This is an optimization exercise on Yosys and OpenROAD, whose aim is small area and a short achievable clock period, not a production implementation.
Where RTL was checked, it was by simulation tests only, not by an equivalence proof against the original.
Power is estimated from default activity; no workload was simulated.

## logic_probe_trigger
module logic_probe_trigger #(
    parameter int WIDTH = 128,
    parameter int CNTW  = 16
) (
    input  logic                  clock,
    input  logic                  reset,
    input  logic                  arm,
    input  logic [WIDTH-1:0]      channels,
    input  logic [WIDTH-1:0]      match_mask,
    input  logic [WIDTH-1:0]      match_value,
    input  logic [WIDTH-1:0]      edge_mask,
    input  logic [CNTW-1:0]       occurrences,
    input  logic [CNTW-1:0]       delay,
    input  logic [CNTW-1:0]       sample_div,
    output logic [WIDTH-1:0]      channels_out,
    output logic                  trigger,
    output logic                  sample,
    output logic [1:0]            status
);
    localparam logic [1:0] IDLE  = 2'd0;
    localparam logic [1:0] ARMED = 2'd1;
    localparam logic [1:0] DELAY = 2'd2;
    localparam logic [1:0] FIRED = 2'd3;
    localparam int NGRP = WIDTH / 4;
    logic [1:0]       state_q;
    logic [1:0]       stat_q;
    logic             trigger_q;
    logic             sample_q;
    logic [WIDTH-1:0] ch_q;
    logic [WIDTH-1:0] chout_q;
    logic [WIDTH-1:0] mask_q;
    logic [WIDTH-1:0] value_q;
    logic [WIDTH-1:0] edge_q;
    logic [NGRP-1:0]  grp_q;
    logic [CNTW-1:0]  occ_cnt_q;
    logic             occ_lz_q;
    logic             dly_lz_q;
    logic             div_lz_q;
    logic             occ_dec_q;
    logic             occ_gt1_q;
    logic             occ_gt2_q;
    logic [CNTW-1:0]  dly_cnt_q;
    logic             dly_zero_q;
    logic             dly_le1_q;
  ...
Size: ~700 I/O pins.
==> flow/config.mk <==
export PLATFORM = sky130hd
export DESIGN_NAME = logic_probe_trigger
export DESIGN_NICKNAME = logic_probe_trigger
export VERILOG_FILES = /design/flow/design.v
export SDC_FILE = /design/flow/constraint.sdc
export NUM_CORES = 4
export LEC_CHECK = 0
export CAP_MARGIN = 20
export CORE_MARGIN = 2
export CORE_UTILIZATION = 72
export CTS_CLUSTER_DIAMETER = 80
export CTS_CLUSTER_SIZE = 30
export SETUP_SLACK_MARGIN = 1.7
export SLEW_MARGIN = 20
export SYNTH_HIERARCHICAL = 1
==> flow/constraint.sdc <==
create_clock -name core_clock -period 3.5 [get_ports {clock}]
set_input_delay 0.7000 -clock core_clock [delete_from_list [all_inputs] [get_ports {clock}]]
set_output_delay 0.7000 -clock core_clock [all_outputs]
set_load 0.01 [all_outputs]
standard.sh (not shown) runs the stock make flow with config.mk's settings and CLKGATE_MAP_FILE= SYNTH_SCRIPT=/design/flow/synth_recipe.tcl, a recipe that flattens the netlist after the stock synthesis.
==> flow/flow/run.sh <==
#!/bin/bash
# Standard layout, with plain buffers (buf_1) on the ports instead of the default delay buffers,
# and ABC told that gate outputs drive a light load (so that it does not pick x4 cells for the
# small single-gate modules of the design).
set -euo pipefail
bash standard.sh "BUFFER_PORTS_ARGS=-buffer_cell sky130_fd_sc_hd__buf_1" "ABC_LOAD_IN_FF=1" finish > standard_make.log 2>&1
The first run went through all stages and came out clean.
Next try:
--- a/flow/design.v
+++ b/flow/design.v
@@ -59,25 +59,29 @@
     assign arm_ok_s = arm && (state_q != FIRED);
     logic [CNTW-1:0] occ_dec_s, dly_dec_s, div_dec_s;
     lpt_dec8 u_dec_occ_lo (.x(occ_cnt_q[7:0]),  .y(occ_dec_s[7:0]));
     lpt_dec8 u_dec_occ_hi (.x(occ_cnt_q[15:8]), .y(occ_dec_s[15:8]));
     lpt_dec8 u_dec_dly_lo (.x(dly_cnt_q[7:0]),  .y(dly_dec_s[7:0]));
     lpt_dec8 u_dec_dly_hi (.x(dly_cnt_q[15:8]), .y(dly_dec_s[15:8]));
     lpt_dec8 u_dec_div_lo (.x(div_cnt_q[7:0]),  .y(div_dec_s[7:0]));
     lpt_dec8 u_dec_div_hi (.x(div_cnt_q[15:8]), .y(div_dec_s[15:8]));
     logic [CNTW-1:0] occ_load_s;
     assign occ_load_s = (occurrences == {CNTW{1'b0}}) ? {{(CNTW-1){1'b0}}, 1'b1} : occurrences;
+    logic [8:0] load_s;
+    for (genvar k = 0; k < 9; k++) begin : g_load
+        lpt_and2b u_l (.a(arm), .bn(reset), .y(load_s[k]));
+    end
     for (genvar i = 0; i < WIDTH; i++) begin : g_cfg
-        lpt_mux u_m (.s(arm), .a(match_mask[i]),  .b(mask_q[i]),  .y(mask_d_s[i]));
-        lpt_muxi u_v (.s(arm), .a(match_value[i]), .b(value_q[i]), .y(value_dn_s[i]));
+        lpt_mux  u_m  (.s(load_s[i/16]), .a(match_mask[i]),  .b(mask_q[i]),  .y(mask_d_s[i]));
+        lpt_muxi u_v  (.s(load_s[i/16]), .a(match_value[i]), .b(value_q[i]), .y(value_dn_s[i]));
         lpt_inv  u_vi (.a(value_dn_s[i]), .y(value_d_s[i]));
-        lpt_mux u_e (.s(arm), .a(edge_mask[i]),   .b(edge_q[i]),  .y(edge_d_s[i]));
+        lpt_mux  u_e  (.s(load_s[i/16]), .a(edge_mask[i]),   .b(edge_q[i]),  .y(edge_d_s[i]));
     end
     logic [WIDTH-1:0] bit_ok_s;
     logic [NGRP-1:0]  grp_d_s;
     for (genvar i = 0; i < WIDTH; i++) begin : g_bit
         lpt_bit_ok u_ok (.q(channels[i]), .qq(ch_q[i]), .m(mask_d_s[i]), .vn(value_dn_s[i]),
                          .e(edge_d_s[i]), .ok(bit_ok_s[i]));
     end
     for (genvar i = 0; i < NGRP; i++) begin : g_l1
         lpt_nand4 u_n (.a(bit_ok_s[4*i +: 4]), .y(grp_d_s[i]));
     end
@@ -135,35 +139,35 @@
         edge_q  <= edge_d_s;
         grp_q   <= grp_d_s;
     end
     always_ff @(posedge clock) begin
         state_q   <= next_d_s[1:0];
         stat_q    <= next_d_s[3:2];
         trigger_q <= next_d_s[4];
         occ_dec_q <= next_d_s[5];
     end
     always_ff @(posedge clock) begin
-        if (arm) begin
+        if (load_s[8]) begin
             occ_cnt_q <= occ_load_s;
-            occ_lz_q  <= occ_load_s[7:0] == 8'd0;
+            occ_lz_q  <= ~|occurrences[7:0] & |occurrences[15:8];
             occ_gt1_q <= |occurrences[CNTW-1:1];
             occ_gt2_q <= |occurrences[CNTW-1:2] | &occurrences[1:0];
         end else if (occ_dec_q) begin
             occ_cnt_q[7:0] <= occ_dec_s[7:0];
             if (occ_lz_q) occ_cnt_q[15:8] <= occ_dec_s[15:8];
             occ_lz_q  <= occ_cnt_q[7:0] == 8'd1;
             occ_gt1_q <= |occ_cnt_q[CNTW-1:2] | &occ_cnt_q[1:0];
             occ_gt2_q <= |occ_cnt_q[CNTW-1:2];
         end
     end
     always_ff @(posedge clock) begin
-        if (arm) begin
+        if (load_s[8]) begin
             dly_cnt_q  <= delay;
             dly_lz_q   <= delay[7:0] == 8'd0;
             dly_zero_q <= delay == {CNTW{1'b0}};
             dly_le1_q  <= ~|delay[CNTW-1:1];
         end else if (state_q == DELAY) begin
             dly_cnt_q[7:0] <= dly_dec_s[7:0];
             if (dly_lz_q) dly_cnt_q[15:8] <= dly_dec_s[15:8];
             dly_lz_q   <= dly_cnt_q[7:0] == 8'd1;
             dly_le1_q  <= ~|dly_cnt_q[CNTW-1:2] & ~&dly_cnt_q[1:0];
         end
@@ -239,20 +243,27 @@
     assign y = s ? a : b;
 endmodule
 module lpt_muxi (
     input  logic s,
     input  logic a,
     input  logic b,
     output logic y
 );
     assign y = ~(s ? a : b);
 endmodule
+module lpt_and2b (
+    input  logic a,
+    input  logic bn,
+    output logic y
+);
+    assign y = a & ~bn;
+endmodule
 module lpt_nand4 (
     input  logic [3:0] a,
     output logic       y
 );
     assign y = ~&a;
 endmodule
 module lpt_nor2 (
     input  logic [1:0] a,
     output logic       y
 );
After rerunning: The changed run ran to the end with no violations; hold slack gains 0.057 ns; worst setup slack gains 0.053 ns; core utilization drops by 0.90 points; clock skew drops by 0.010 ns; power climbs by 8.3%; final area climbs by 0.39%; routed wire length climbs by 1.3%; count of clock-buffer cells in the layout climbs by 2; sequential cell count stays the same; final cell count climbs by 0.68%; sequential share of layout area drops by 0.40 points; area after synthesis hardly moves.
The RTL of the first run of this note was laid out without a check of its function.

separate check: timing with driven ports:
The results above use ideal ports. As a check the final layouts listed here were re-extracted and re-timed, cells and wires unchanged. Step 1 assumes that a clkbuf_16 drives the clock port and a buf_2 every other input. Step 2 adds t to the input delays and takes it off the output delays; t is the mean of the earliest and latest rising clock arrival at the registers after step 1. Input paths then give back, and output paths get back, about the clock's delay inside the block. a / b / c = ideal / step 1 / step 2; a / b = the first two.
run	t, ns	setup slack, ns	hold slack, ns	latest minus earliest clock arrival (ns)	worst slew at a driven data input, ns
the first run	0.666	1.669 / 1.617 / 1.018	0.303 / 0.275 / 0.467	0.026 / 0.026	0.14
the second run	0.615	1.722 / 1.666 / 1.125	0.360 / 0.331 / 0.468	0.017 / 0.017	0.17
After both steps setup and hold are still met in every run listed. The setup slack of the first run, which loses most, moves by -0.052 ns with the drivers and by -0.651 ns with both steps.
